Source: an optimization exercise on an open RTL-to-GDS flow (aim: small area). Production flows keep margins and buffers that such runs may drop.
The RTL was checked by simulation tests, not by an equivalence proof against the original design.
No activity file was given, so power comes from the tool's default toggle rates.

==> flow/design.v <==
package fft_pkg;
    localparam int unsigned N_POINTS = 16;
    localparam int unsigned DATA_W   = 16;
    localparam int unsigned LOG2N    = 4;
    localparam int unsigned CNT_W    = LOG2N + 1;
    typedef struct packed {
        logic [DATA_W-1:0] re;
        logic [DATA_W-1:0] im;
    } sample_t;
    typedef enum logic {
        ST_FILL = 1'b0,
        ST_FULL = 1'b1
    } load_state_t;
    function automatic logic [LOG2N-1:0] bitrev(input logic [LOG2N-1:0] idx);
        logic [LOG2N-1:0] r;
        r = '0;
        for (int i = 0; i < LOG2N; i++) begin
            r[i] = idx[LOG2N-1-i];
        end
        bitrev = r;
    endfunction
endpackage
module toggle_detect (
    input  logic clk,
    input  logic rst,
    input  logic level,
    output logic level_q,
    output logic change_c
);
    always_ff @(posedge clk) begin
        if (rst) begin
            level_q <= 1'b0;
        end else begin
            level_q <= level;
        end
    end
    assign change_c = level != level_q;
endmodule
import fft_pkg::*;
module fft_input_loader (
    input  logic                       clk,
    input  logic                       rst,
    input  logic                       s_valid,
    output logic                       s_ready,
    input  logic [DATA_W-1:0]          s_real,
    input  logic [DATA_W-1:0]          s_imag,
    output logic [N_POINTS*DATA_W-1:0] frame_real,
    output logic [N_POINTS*DATA_W-1:0] frame_imag,
    output logic                       new_input_flag,
    input  logic                       fft_ready_flag,
    output logic                       fft_busy,
    output logic [15:0]                frames_launched
);
    logic [CNT_W-1:0]                  fill_cnt;
    logic [N_POINTS-1:0][DATA_W-1:0]   fill_real;
    logic [N_POINTS-1:0][DATA_W-1:0]   fill_imag;
    logic [LOG2N-1:0]                  lane_c;
    logic                              full_c;
    logic                              accept_c;
    logic                              launch_c;
    logic                              ready_q;
    logic                              ready_tgl_c;
    logic                              ld_c;
    logic                              hold_c;
    logic [N_POINTS-1:0]               wr_c;
    logic [N_POINTS-1:0]               keep_c;
    assign full_c   = fill_cnt[LOG2N];
    assign s_ready  = !rst && !full_c;
    assign accept_c = s_valid && s_ready;
    assign launch_c = full_c && !fft_busy;
    assign lane_c = fft_pkg::bitrev(fill_cnt[LOG2N-1:0]);
    toggle_detect u_ready_det (
        .clk      (clk),
        .rst      (rst),
        .level    (fft_ready_flag),
        .level_q  (ready_q),
        .change_c (ready_tgl_c)
    );
    always_comb begin
        for (int k = 0; k < N_POINTS; k++) begin
            wr_c[k]   = accept_c && (lane_c == LOG2N'(k));
            keep_c[k] = !rst && !wr_c[k];
        end
    end
    assign ld_c   = !rst && launch_c;
    assign hold_c = !rst && !launch_c;
    logic [N_POINTS-1:0][DATA_W-1:0]   fill_real_d;
    logic [N_POINTS-1:0][DATA_W-1:0]   fill_imag_d;
    logic [N_POINTS*DATA_W-1:0]        frame_real_d;
    logic [N_POINTS*DATA_W-1:0]        frame_imag_d;
    for (genvar k = 0; k < N_POINTS; k++) begin : g_lane
        for (genvar b = 0; b < DATA_W; b++) begin : g_bit
            ao22_bit u_fill_re (
                .a1 (wr_c[k]),   .a2 (s_real[b]),
                .b1 (keep_c[k]), .b2 (fill_real[k][b]),
                .y  (fill_real_d[k][b])
            );
            ao22_bit u_fill_im (
                .a1 (wr_c[k]),   .a2 (s_imag[b]),
                .b1 (keep_c[k]), .b2 (fill_imag[k][b]),
                .y  (fill_imag_d[k][b])
            );
            ao22_bit u_frame_re (
                .a1 (ld_c),   .a2 (fill_real[k][b]),
                .b1 (hold_c), .b2 (frame_real[k*DATA_W+b]),
                .y  (frame_real_d[k*DATA_W+b])
            );
            ao22_bit u_frame_im (
                .a1 (ld_c),   .a2 (fill_imag[k][b]),
                .b1 (hold_c), .b2 (frame_imag[k*DATA_W+b]),
                .y  (frame_imag_d[k*DATA_W+b])
            );
        end
    end
    always_ff @(posedge clk) begin
        fill_real  <= fill_real_d;
        fill_imag  <= fill_imag_d;
        frame_real <= frame_real_d;
        frame_imag <= frame_imag_d;
    end
    always_ff @(posedge clk) begin
        if (rst) begin
            fill_cnt        <= '0;
            new_input_flag  <= 1'b0;
            fft_busy        <= 1'b0;
            frames_launched <= '0;
        end else begin
            if (accept_c) begin
                fill_cnt <= fill_cnt + CNT_W'(1);
            end
            if (launch_c) begin
                new_input_flag  <= ~new_input_flag;
                fill_cnt        <= '0;
                frames_launched <= frames_launched + 16'd1;
            end
            if (launch_c) begin
                fft_busy <= 1'b1;
            end else if (ready_tgl_c) begin
                fft_busy <= 1'b0;
            end
        end
    end
endmodule
module ao22_bit (
    input  logic a1,
    input  logic a2,
    input  logic b1,
    input  logic b2,
    output logic y
);
    assign y = (a1 & a2) | (b1 & b2);
endmodule
clock: 6.0 ns
lec_check: 0
cap_margin: 20
core_margin: 2
core_utilization: 72
gpl_timing_driven: 0
place_density: 0.8
slew_margin: 20
synth_hierarchical: 1
synth_minimum_keep_size: 0
buffer_ports_args: -buffer_cell sky130_fd_sc_hd__buf_1
cts_args: -sink_clustering_enable -repair_clock_nets -buf_list sky130_fd_sc_hd__clkbuf_8 -dont_use_dummy_load -sink_clustering_size 20 -sink_clustering_max_diameter 50
remove_abc_buffers: 1
standard.sh (not shown) runs the stock make flow with config.mk's settings and CLKGATE_MAP_FILE= SYNTH_SCRIPT=/design/flow/synth_recipe.tcl, a recipe that flattens the netlist after the stock synthesis.
==> flow/flow/run.sh <==
#!/bin/bash
# Standard ORFS layout (the standard.sh) with area-oriented settings:
# smallest port buffers, small clock buffers without dummy loads and no
# pre-placement upsizing.
set -e
cat >> config.mk <<'EOT'
export BUFFER_PORTS_ARGS = -buffer_cell sky130_fd_sc_hd__buf_1
export CTS_ARGS = -sink_clustering_enable -repair_clock_nets -buf_list sky130_fd_sc_hd__clkbuf_8 -dont_use_dummy_load -sink_clustering_size 20 -sink_clustering_max_diameter 50
export REMOVE_ABC_BUFFERS = 1
EOT
bash standard.sh > standard.log 2>&1
Then changed:
- CORE_UTILIZATION: 72 -> 60
- GPL_TIMING_DRIVEN: 0 -> default
- PLACE_DENSITY: 0.8 -> 0.7
The new run finished with timing, DRC and antenna clean. Register-to-register slack improves by 0.24 ns. Power rose by 1.4%. Sequential power barely changes. Die area rose by about 20%. Final area fell by 2.0%. Sequential share of layout area rose by 1.2 points.
Then changed:
==> flow/flow/run.sh (replaced) <==
#!/bin/bash
# Standard ORFS layout (the standard.sh) with area-oriented settings:
# smallest port buffers, small clock buffers without dummy loads, no
# pre-placement upsizing, and power (area) recovery after routing.
set -e
cat >> config.mk <<'EOT'
export BUFFER_PORTS_ARGS = -buffer_cell sky130_fd_sc_hd__buf_1
export CTS_ARGS = -sink_clustering_enable -repair_clock_nets -buf_list sky130_fd_sc_hd__clkbuf_4 -dont_use_dummy_load
export REMOVE_ABC_BUFFERS = 1
export RECOVER_POWER = 100
EOT
bash standard.sh > standard.log 2>&1
- CTS_ARGS: -sink_clustering_enable -repair_clock_nets -buf_list sky130_fd_sc_hd__clkbuf_8 -dont_use_dummy_load -sink_clustering_size 20 -sink_clustering_max_diameter 50 -> -sink_clustering_enable -repair_clock_nets -buf_list sky130_fd_sc_hd__clkbuf_4 -dont_use_dummy_load
- RECOVER_POWER: default -> 100
After rerunning: This time the run reached the layout checks and failed them: max-capacitance violations, max-slew violations; worst setup slack degrades by 1.2 ns; synthesized area is unchanged; die area does not change; routed wire length goes up by about 2.2%; sequential power is about the same.
Then changed:
==> flow/flow/run.sh (replaced) <==
#!/bin/bash
# Standard ORFS layout (the standard.sh) with area-oriented settings:
# smallest port buffers, small clock buffers without dummy loads and no
# pre-placement upsizing.
set -e
cat >> config.mk <<'EOT'
export BUFFER_PORTS_ARGS = -buffer_cell sky130_fd_sc_hd__buf_1
export CTS_ARGS = -sink_clustering_enable -repair_clock_nets -buf_list sky130_fd_sc_hd__clkbuf_8 -dont_use_dummy_load -sink_clustering_size 20 -sink_clustering_max_diameter 50
export REMOVE_ABC_BUFFERS = 1
EOT
bash standard.sh > standard.log 2>&1
- CAP_MARGIN: 20 -> 10
- CORE_UTILIZATION: 60 -> 75
- CTS_ARGS: -sink_clustering_enable -repair_clock_nets -buf_list sky130_fd_sc_hd__clkbuf_4 -dont_use_dummy_load -> -sink_clustering_enable -repair_clock_nets -buf_list sky130_fd_sc_hd__clkbuf_8 -dont_use_dummy_load -sink_clustering_size 20 -sink_clustering_max_diameter 50
- PLACE_DENSITY: 0.7 -> 0.82
- RECOVER_POWER: 100 -> default
- SLEW_MARGIN: 20 -> 10
Result: Now the flow finished clean; die area drops by about a fifth; hold slack improves by 0.040 ns; design area falls by a few percent; clock skew drops by 0.022 ns; synthesized cell count stays the same; maximum frequency went up by well over a third; global-route usage goes up by 6.2 points; utilization is higher by 15 points; non-clock buffer count fell by 3; total power is lower by roughly a tenth.

// fft_input_loader: RTL as listed in full above, without the edits since
clock: 6.0 ns
lec_check: 0
cap_margin: 20
core_margin: 2
core_utilization: 60
place_density: 0.7
slew_margin: 20
synth_hierarchical: 1
synth_minimum_keep_size: 0
buffer_ports_args: -buffer_cell sky130_fd_sc_hd__buf_1
cts_args: -sink_clustering_enable -repair_clock_nets -buf_list sky130_fd_sc_hd__clkbuf_8 -dont_use_dummy_load -sink_clustering_size 16 -sink_clustering_max_diameter 40
remove_abc_buffers: 1
==> flow/flow/run.sh <==
#!/bin/bash
# Standard ORFS layout (the standard.sh) with area-oriented settings:
# smallest port buffers, small clock buffers without dummy loads and no
# pre-placement upsizing.
set -e
cat >> config.mk <<'EOT'
export BUFFER_PORTS_ARGS = -buffer_cell sky130_fd_sc_hd__buf_1
export CTS_ARGS = -sink_clustering_enable -repair_clock_nets -buf_list sky130_fd_sc_hd__clkbuf_8 -dont_use_dummy_load -sink_clustering_size 16 -sink_clustering_max_diameter 40
export REMOVE_ABC_BUFFERS = 1
EOT
bash standard.sh > standard.log 2>&1
The baseline produced a clean layout.
==> next run, changes <==
--- a/flow/flow/run.sh
+++ b/flow/flow/run.sh
@@ -7,3 +7,3 @@
 export BUFFER_PORTS_ARGS = -buffer_cell sky130_fd_sc_hd__buf_1
-export CTS_ARGS = -sink_clustering_enable -repair_clock_nets -buf_list sky130_fd_sc_hd__clkbuf_8 -dont_use_dummy_load -sink_clustering_size 16 -sink_clustering_max_diameter 40
+export CTS_ARGS = -sink_clustering_enable -repair_clock_nets -buf_list sky130_fd_sc_hd__clkbuf_8 -dont_use_dummy_load -sink_clustering_size 18 -sink_clustering_max_diameter 45
 export REMOVE_ABC_BUFFERS = 1
==> flow/config.mk (replaced) <==
export PLATFORM = sky130hd
export DESIGN_NAME = fft_input_loader
export DESIGN_NICKNAME = fft_input_loader
export VERILOG_FILES = /design/flow/design.v
export SDC_FILE = /design/flow/constraint.sdc
export NUM_CORES = 4
export LEC_CHECK = 0
export CAP_MARGIN = 10
export CORE_MARGIN = 2
export CORE_UTILIZATION = 77
export PLACE_DENSITY = 0.84
export SLEW_MARGIN = 10
export SYNTH_HIERARCHICAL = 1
export SYNTH_MINIMUM_KEEP_SIZE = 0
export BUFFER_PORTS_ARGS = -buffer_cell sky130_fd_sc_hd__buf_1
export CTS_ARGS = -sink_clustering_enable -repair_clock_nets -buf_list sky130_fd_sc_hd__clkbuf_8 -dont_use_dummy_load -sink_clustering_size 18 -sink_clustering_max_diameter 45
export REMOVE_ABC_BUFFERS = 1
Result:
- The new run ran to the end with no violations
- clock skew came out lower by 0.0036 ns
- via count came out higher by 3.8%
- non-clock buffer count came out lower by 19
- worst setup slack loses 0.33 ns
- total power came out lower by 5.8%
- final area came out lower by 2.5%
- clock power came out lower by 17%

-- what the ideal ports hide --
In the flow no input, the clock included, has a driving cell. The finished layouts below were timed again as built, in two steps. Step 1 sets driving cells, clkbuf_16 on the clock port and buf_2 on the other inputs (assumed; they add their load-dependent delay and slew). Step 2 moves the port delays by t, midway between the first and last clock arrival at a register: inputs arrive t later, outputs are due t later. That takes back most of the time a late clock gives input paths. Slacks: ideal / step 1 / step 2; pairs: ideal / step 1.
| run | shift t [ns] | slack for setup (ns) | worst slew at a driven data input, ns |
|---|---|---|---|
| the first run of note 1 | 0.752 | 2.229 / 2.268 / 1.515 | 0.05 |
| the second run of note 1 | 0.719 | 2.660 / 2.635 / 2.013 | 0.03 |
| the third run of note 1 | 1.090 | 1.426 / 1.426 / 0.530 | 0.04 |
| the fourth run of note 1 | 0.788 | 2.667 / 2.678 / 1.918 | 0.04 |
| the first run of note 2 | 0.762 | 2.664 / 2.639 / 1.998 | 0.03 |
| the second run of note 2 | 0.711 | 2.335 / 2.361 / 1.650 | 0.05 |
For the third run of note 1, which loses most, drivers alone change the setup slack by 0.000 ns; drivers and shift together by -0.896 ns.
